This design comes from an exercise in tuning for small area, a short achievable clock period and few clock cycles per item on the open sky130 flow, not from production work.

==> run Z <==
## ex_top
module ex_top #(
    parameter int LANES = 1
) (
    input  wire logic                           clk,
    input  wire logic                           rst_n,
    input  wire logic                           in_valid,
    output logic                                in_ready,   
    input  wire logic [4:0]                     op,   
    input  wire logic [ex_pkg::DATA_WIDTH-1:0]  rs1_data,
    input  wire logic [ex_pkg::DATA_WIDTH-1:0]  rs2_data,
    input  wire logic [ex_pkg::DATA_WIDTH-1:0]  pc,
    input  wire logic [ex_pkg::DATA_WIDTH-1:0]  imm,
    input  wire logic                           sel_pc,
    input  wire logic                           sel_imm,
    output logic                                out_valid,
    input  wire logic                           out_ready,
    output logic      [ex_pkg::DATA_WIDTH-1:0]  result,
    output logic                                branch_taken,
  ...
==> flow/config.mk <==
export PLATFORM = sky130hd
export DESIGN_NAME = ex_top
export DESIGN_NICKNAME = ex_top
export VERILOG_FILES = /design/flow/design.v
export SDC_FILE = /design/flow/constraint.sdc
export NUM_CORES = 4
export LEC_CHECK = 0
export CAP_MARGIN = 20
export CORE_MARGIN = 2
export CORE_UTILIZATION = 40
export PLACE_DENSITY = 0.6
export SLEW_MARGIN = 20
export SETUP_SLACK_MARGIN = 7
==> flow/constraint.sdc <==
create_clock -name core_clock -period 12.0 [get_ports {clk}]
set_input_delay 2.4000 -clock core_clock [delete_from_list [all_inputs] [get_ports {clk}]]
set_output_delay 2.4000 -clock core_clock [all_outputs]
set_load 0.01 [all_outputs]
standard.sh (not shown) runs the stock make flow with config.mk's settings and CLKGATE_MAP_FILE= SYNTH_SCRIPT=/design/flow/synth_recipe.tcl, a recipe that flattens the netlist after the stock synthesis.
==> flow/flow/run.sh <==
#!/bin/bash
set -e
cp config.mk config.orig.mk
sed -i '/SETUP_SLACK_MARGIN/d' config.mk
echo "export SETUP_SLACK_MARGIN = ${MARGIN:-7}" >> config.mk
cp standard.sh standard.copy.sh
bash standard.sh > standard.log 2>&1
==> run D (differences from run Z) <==
--- a/flow/design.v
+++ b/flow/design.v
@@ -37,27 +37,28 @@
 `default_nettype wire
 `timescale 1ns/10ps
 `default_nettype none
 module ex_alu (
     input  wire logic [31:0]  a,
     input  wire logic [31:0]  b,
-    input  wire logic [31:0]  t,
+    input  wire logic [31:0]  pc,
+    input  wire logic [31:0]  imm,
     input  wire logic         sub,      
+    input  wire logic         jalr,
     input  wire logic         f_add,    
     input  wire logic         f_sh,     
     input  wire logic         f_left,   
     input  wire logic         f_sra,    
     input  wire logic         f_slt,
     input  wire logic         f_sltu,
     input  wire logic         f_xor,
     input  wire logic         f_or,
     input  wire logic         f_and,
     input  wire logic         f_lui,
-    input  wire logic         f_jump,   
+    input  wire logic         f_link,   
     input  wire logic         f_tgt,    
-    input  wire logic         f_jalr,
     input  wire logic [5:0]   f_br,     
     input  wire logic         sh_ovr,   
     input  wire logic [4:0]   sh_amt,
     output logic      [31:0]  sh_out,
     output logic      [31:0]  result,
     output logic              taken,
@@ -69,12 +70,14 @@
     logic        ltu;
     logic        lt;
     logic        eq;
     logic [31:0] sin;
     logic [31:0] sout;
     logic [32:0] sr;
+    logic [31:0] link;
+    logic [31:0] tsum;
     assign bx = b ^ {32{sub}};
     assign sum  = {1'b0, a} + {1'b0, bx} + {32'd0, sub};
     assign diff = sum[31:0];
     assign ltu  = !sum[32];
     assign lt   = (a[31] ^ b[31]) ? a[31] : diff[31];
     assign eq   = (a == b);
@@ -83,20 +86,22 @@
     end
     assign sr = $signed({f_sra & a[31], sin}) >>> (sh_ovr ? sh_amt : b[4:0]);
     always_comb begin
         for (int i = 0; i < 32; i++) sout[i] = f_left ? sr[31-i] : sr[i];
     end
     assign sh_out = sout;
+    assign link = {pc[31:2] + 30'd1, pc[1:0]};
+    assign tsum = (jalr ? a : pc) + imm;
     assign result = ({32{f_add}} & diff) | ({32{f_sh}} & sout) |
                     {31'd0, (f_slt & lt) | (f_sltu & ltu)} |
                     ({32{f_xor}} & (a ^ b)) | ({32{f_or}} & (a | b)) |
                     ({32{f_and}} & (a & b)) | ({32{f_lui}} & b) |
-                    ({32{f_jalr}} & t);
+                    ({32{f_link}} & link);
     assign taken  = (f_br[0] & eq) | (f_br[1] & !eq) | (f_br[2] & lt) | (f_br[3] & !lt) |
-                    (f_br[4] & ltu) | (f_br[5] & !ltu) | f_jump;
-    assign target = ({32{f_tgt}} & t) | ({32{f_jalr}} & {diff[31:1], 1'b0});
+                    (f_br[4] & ltu) | (f_br[5] & !ltu) | f_link;
+    assign target = {32{f_tgt}} & {tsum[31:1], tsum[0] & !jalr};
 endmodule
 `default_nettype wire
 `timescale 1ns/10ps
 `default_nettype none
 module ex_muldiv (
     input  wire logic         clk,
@@ -112,13 +117,12 @@
     input  wire logic         adv,      
     input  wire logic         hold,     
     input  wire logic         park,     
     input  wire logic [64:0]  pdata,
     output logic      [64:0]  pout,
     output logic              fin,
-    output logic              fin_n,    
     output logic      [31:0]  result,
     output logic              b_wr,     
     output logic      [31:0]  b_nxt,
     output logic              a_wr,     
     output logic      [31:0]  a_nxt,
     output logic              sh_ovr,   
@@ -143,14 +147,13 @@
     logic         bzq;     
     logic         abit;    
     logic sa, sb;
     assign sa = a_signed & a[31];
     assign sb = b_signed & b[31];
     logic first, start, mstep;
-    logic idle_q, dn_q, mlast;   
-    assign first = idle_q;
+    assign first = (state == S_IDLE);
     assign start = first && act && !hold;
     assign mstep = (start && !is_div) || (state == S_MUL);
     function automatic void csa(input logic [W-1:0] x, input logic [W-1:0] y,
                                 input logic [W-1:0] z,
                                 output logic [W-1:0] s, output logic [W-1:0] c);
         s = x ^ y ^ z;
@@ -160,13 +163,13 @@
     logic [8:0]   bb;
     logic [32:0]  aext;
     logic [W-1:0] row [7];
     logic [3:0]   negd;
     logic [W-1:0] sA, cA, sB, cB, sC, cC, sD, cD, s5, c5;
     logic [8:0]   low;
-    assign last = mlast;
+    assign last = (state == S_MUL) && (cnt[1:0] == 2'd3);
     assign bb   = {b[7:0], bprev & !first};
     assign aext = {a_signed & a[31], a};
     always_comb begin
         logic         bn, one, two;
         logic [33:0]  sel;
         logic [W-1:0] px;
@@ -207,15 +210,15 @@
     endfunction
     assign ma = sa ? -a : a;
     assign bz = (b == 32'd0);
     assign la = clz32(a ^ {32{sa}});
     assign lb = clz32(b ^ {32{sb}});
     assign early  = cnt[6] || bzq;
-    assign sh_ovr = dn_q;
-    assign sh_amt = cnt[4:0];
-    assign nidx   = dn_q ? cnt[4:0] : cnt[4:0] - 5'd1;
+    assign sh_ovr = (state == S_DN);
+    assign sh_amt = cnt[4:0] + 5'd1;
+    assign nidx   = (state == S_DN) ? cnt[4:0] : cnt[4:0] - 5'd1;
     assign remx = {r2[31:0], abit};
     assign dsum = {1'b0, remx} + (sbq ? {2'b11, b} : ~{2'b00, b}) + {33'd0, !sbq};
     assign ge   = !dsum[33];
     logic [31:0] fx, fy, fsum, dres;
     logic        fneg;
     assign dres = want_rem ? r2[31:0] : r1[31:0];
@@ -227,34 +230,25 @@
     assign result = is_div ? ((bzq && !want_rem) ? 32'hffff_ffff : fsum) : (mul_lo ? b : fsum);
     assign pout   = {r1[32:0], r2[31:0]};
     assign b_wr  = mstep;
     assign b_nxt = {low[7:0], b[31:8]};
     assign a_wr  = start && is_div;
     assign a_nxt = ma;
-    logic [2:0] state_n;
-    always_comb begin
-        state_n = state;
+    always_ff @(posedge clk) begin
         if (!rst_n) begin
-            state_n = S_IDLE;
+            state <= S_IDLE;
         end else begin
             case (state)
-                S_IDLE: if (start) state_n = is_div ? S_DN : S_MUL;
-                S_MUL:  if (cnt[1:0] == 2'd3) state_n = S_FIN;
-                S_DN:   state_n = early ? S_FIN : S_DIT;
-                S_DIT:  if (cnt[5:0] == 6'd0) state_n = S_FIN;
-                default: if (adv) state_n = S_IDLE;
+                S_IDLE: if (start) state <= is_div ? S_DN : S_MUL;
+                S_MUL:  if (cnt[1:0] == 2'd3) state <= S_FIN;
+                S_DN:   state <= early ? S_FIN : S_DIT;
+                S_DIT:  if (cnt[5:0] == 6'd0) state <= S_FIN;
+                default: if (adv) state <= S_IDLE;
             endcase
         end
     end
-    assign fin_n = (state_n == S_FIN);
-    always_ff @(posedge clk) begin
-        state  <= state_n;
-        idle_q <= (state_n == S_IDLE);
-        dn_q   <= (state_n == S_DN);
-        mlast  <= rst_n && mstep && !first && (cnt[1:0] == 2'd2);
-    end
     always_ff @(posedge clk) begin
         if (park) begin
             r1 <= R'(pdata[64:32]);
             r2 <= R'(pdata[31:0]);
         end else if (mstep) begin
             cnt   <= first ? 7'd1 : cnt + 7'd1;
@@ -266,13 +260,13 @@
             cnt <= 7'({1'b0, lb}) - 7'({1'b0, la}) + 7'(sa);
             saq <= sa;
             sbq <= sb;
             bzq <= bz;
         end else if (state == S_DN) begin
             r1   <= '0;
-            r2   <= early ? R'(a) : (cnt[5] ? '0 : R'(sh_out[31:1]));
+            r2   <= early ? R'(a) : ((cnt[5:0] >= 6'd31) ? '0 : R'(sh_out));
             abit <= !cnt[5] && a[nidx];
         end else if (state == S_DIT) begin
             cnt  <= cnt - 7'd1;
             r1   <= R'({r1[30:0], ge});
             r2   <= R'(ge ? dsum[31:0] : remx[31:0]);
             abit <= a[nidx];
@@ -285,13 +279,13 @@
 module ex_top #(
     parameter int LANES = 1
 ) (
     input  wire logic                           clk,
     input  wire logic                           rst_n,
     input  wire logic                           in_valid,
-    output logic                                in_ready,   
+    output logic                                in_ready,
     input  wire logic [4:0]                     op,   
     input  wire logic [ex_pkg::DATA_WIDTH-1:0]  rs1_data,
     input  wire logic [ex_pkg::DATA_WIDTH-1:0]  rs2_data,
     input  wire logic [ex_pkg::DATA_WIDTH-1:0]  pc,
     input  wire logic [ex_pkg::DATA_WIDTH-1:0]  imm,
     input  wire logic                           sel_pc,
@@ -300,26 +294,23 @@
     input  wire logic                           out_ready,
     output logic      [ex_pkg::DATA_WIDTH-1:0]  result,
     output logic                                branch_taken,
     output logic      [ex_pkg::DATA_WIDTH-1:0]  branch_target
 );
     logic        x_valid;
-    logic        x_free;     
-    logic        x_valid_n, s_valid_n, x_ism_n, m_fin_n;
-    logic [31:0] x_a, x_b, x_t;
-    logic        x_sub;
+    logic [31:0] x_a, x_b, x_pc, x_imm;
+    logic        x_sub, x_jalr;
     logic        f_add, f_sh, f_left, f_sra, f_slt, f_sltu, f_xor, f_or, f_and, f_lui;
-    logic        f_jump, f_tgt, f_jalr;
+    logic        f_link, f_tgt;
     logic [5:0]  f_br;
     logic        m_div, m_asg, m_bsg, m_rem, m_lo;
     logic        x_ism;
     logic        x_done;
     logic        x_adv;
-    logic        br_in, jal_in, jalr_in;
+    logic        br_in, jalr_in;
     assign br_in   = (op >= 5'd11) && (op <= 5'd16);
-    assign jal_in  = (op == 5'd17);
     assign jalr_in = (op == 5'd18);
     logic        m_fin;
     logic [31:0] m_result;
     logic        m_bwr;
     logic [31:0] m_bnxt;
     logic        o_valid, s_valid;
@@ -329,68 +320,71 @@
     logic        m_awr;
     logic [31:0] m_anxt;
     logic        sh_ovr;
     logic [4:0]  sh_amt;
     logic [31:0] sh_out;
     always_ff @(posedge clk) begin
-        if (x_free) begin
+        if (in_ready) begin
             x_ism  <= (op >= 5'd19);
-            f_add  <= (op == 5'd0) || (op == 5'd1) || jal_in;
+            f_add  <= (op == 5'd0) || (op == 5'd1);
             f_sh   <= (op == 5'd2) || (op == 5'd6) || (op == 5'd7);
             f_left <= (op == 5'd2);
             f_sra  <= (op == 5'd7);
             f_slt  <= (op == 5'd3);
             f_sltu <= (op == 5'd4);
             f_xor  <= (op == 5'd5);
             f_or   <= (op == 5'd8);
             f_and  <= (op == 5'd9);
             f_lui  <= (op == 5'd10);
-            f_jump <= jal_in || jalr_in;
-            f_tgt  <= (op >= 5'd11) && (op <= 5'd17);
-            f_jalr <= jalr_in;
+            f_link <= (op == 5'd17) || (op == 5'd18);
+            f_tgt  <= (op >= 5'd11) && (op <= 5'd18);
             for (int i = 0; i < 6; i++) f_br[i] <= (op == 5'(11 + i));
             m_div  <= (op >= 5'd23);
             m_asg  <= (op == 5'd20) || (op == 5'd21) || (op == 5'd23) || (op == 5'd25);
             m_bsg  <= (op == 5'd20) || (op == 5'd23) || (op == 5'd25);
             m_rem  <= (op == 5'd25) || (op == 5'd26);
             m_lo   <= (op == 5'd19);
-            x_t    <= jalr_in ? {pc[31:2] + 30'd1, pc[1:0]} : pc + imm;
+            x_pc   <= pc;
+            x_imm  <= imm;
             x_sub  <= (op == 5'd1) || (op == 5'd3) || (op == 5'd4) || br_in;
+            x_jalr <= jalr_in;
         end
     end
     always_ff @(posedge clk) begin
-        if (x_free) x_a <= ((sel_pc && !br_in && !jalr_in) || jal_in) ? pc : rs1_data;
+        if (in_ready) x_a <= (sel_pc && !br_in && !jalr_in) ? pc : rs1_data;
         else if (m_awr) x_a <= m_anxt;
     end
     always_ff @(posedge clk) begin
-        if (x_free) x_b <= jal_in ? 32'd4 : (((sel_imm || jalr_in) && !br_in) ? imm : rs2_data);
+        if (in_ready) x_b <= (sel_imm && !br_in) ? imm : rs2_data;
         else if (m_bwr) x_b <= m_bnxt;
     end
     always_ff @(posedge clk) begin
-        x_valid <= x_valid_n;
+        if (!rst_n) x_valid <= 1'b0;
+        else if (in_ready) x_valid <= in_valid;
     end
     logic [31:0] alu_result, alu_target;
     logic        alu_taken;
     ex_alu u_alu (
         .a      (x_a),
         .b      (x_b),
-        .t      (x_t),
+        .pc     (x_pc),
+        .imm    (x_imm),
         .sub    (x_sub),
+        .jalr   (x_jalr),
         .f_add  (f_add),
         .f_sh   (f_sh),
         .f_left (f_left),
         .f_sra  (f_sra),
         .f_slt  (f_slt),
         .f_sltu (f_sltu),
         .f_xor  (f_xor),
         .f_or   (f_or),
         .f_and  (f_and),
         .f_lui  (f_lui),
-        .f_jump (f_jump),
+        .f_link (f_link),
         .f_tgt  (f_tgt),
-        .f_jalr (f_jalr),
         .f_br   (f_br),
         .sh_ovr (sh_ovr),
         .sh_amt (sh_amt),
         .sh_out (sh_out),
         .result (alu_result),
         .taken  (alu_taken),
@@ -410,40 +404,37 @@
         .adv    (x_adv),
         .hold   (s_valid),
         .park   (park),
         .pdata  (x_data),
         .pout   (m_pout),
         .fin    (m_fin),
-        .fin_n  (m_fin_n),
         .result (m_result),
         .b_wr   (m_bwr),
         .b_nxt  (m_bnxt),
         .a_wr   (m_awr),
         .a_nxt  (m_anxt),
         .sh_ovr (sh_ovr),
         .sh_amt (sh_amt),
         .sh_out (sh_out)
     );
     assign x_done   = !x_ism || m_fin;
     assign park     = o_valid && !out_ready && x_adv;
     assign x_adv    = x_valid && x_done && !s_valid;
-    assign x_free   = !x_valid || (x_done && !s_valid);
-    assign x_valid_n = rst_n && (x_free ? in_valid : x_valid);
-    assign x_ism_n   = x_free ? (op >= 5'd19) : x_ism;
-    assign s_valid_n = rst_n && !(!o_valid || out_ready) && (x_adv || s_valid);
-    always_ff @(posedge clk) begin
-        in_ready <= !x_valid_n || ((!x_ism_n || m_fin_n) && !s_valid_n);
-    end
+    assign in_ready = !x_valid || (x_done && !s_valid);
     assign x_data   = {alu_result | ({32{x_ism}} & m_result), alu_taken, alu_target};
     always_ff @(posedge clk) begin
         if (!rst_n) begin
             o_valid <= 1'b0;
             s_valid <= 1'b0;
         end else begin
-            if (!o_valid || out_ready) o_valid <= s_valid || x_adv;
-            s_valid <= s_valid_n;
+            if (!o_valid || out_ready) begin
+                o_valid <= s_valid || x_adv;
+                s_valid <= 1'b0;
+            end else if (x_adv) begin
+                s_valid <= 1'b1;
+            end
         end
     end
     always_ff @(posedge clk) begin
         if (!o_valid || out_ready) begin
             o_data <= s_valid ? m_pout : x_data;
         end
==> results.txt <==
- Against run Z, the global-route usage of run D is higher by 3.6 points.
- Of run D and run Z, run Z has the higher non-clock buffer count (gap 55).
- Of run Z and run D, run D has the higher wire length (gap about 11%, measured against run D).
- First-iteration DRC count: run Z is lower than run D (22%).
- Fmax: run Z is higher than run D (3.7%).
- In run D the design area is larger than in run Z, by 1.4%.
- Of run Z and run D, run D has the higher worst hold slack (gap 1.1 ps).
- Of run D and run Z, run D has the higher synthesized cell count (gap 0.92%, measured against run Z).
No run of this note included a check of the RTL's function; only the layout flow was run.

-- what the ideal ports hide --
The results above use ideal ports. As a check the final layouts listed here were re-extracted and re-timed, cells and wires unchanged. Step 1 assumes that a clkbuf_16 drives the clock port and a buf_2 every other input. Step 2 adds t to the input delays and takes it off the output delays; t is the mean of the earliest and latest rising clock arrival at the registers after step 1. Input paths then give back, and output paths get back, about the clock's delay inside the block. a / b / c = ideal / step 1 / step 2; a / b = the first two.
run | t (ns) | setup WS [ns] | worst data-port slew with drivers (ns) | cell pins on the clock port's net
run Z | 0.657 | 6.982 / 7.018 / 6.361 | 0.07 | 1
run D | 0.720 | 6.794 / 6.794 / 6.331 | 0.06 | 1
After both steps setup and hold are still met in every run listed. The setup slack of run Z, which loses most, moves by +0.036 ns with the drivers and by -0.621 ns with both steps.
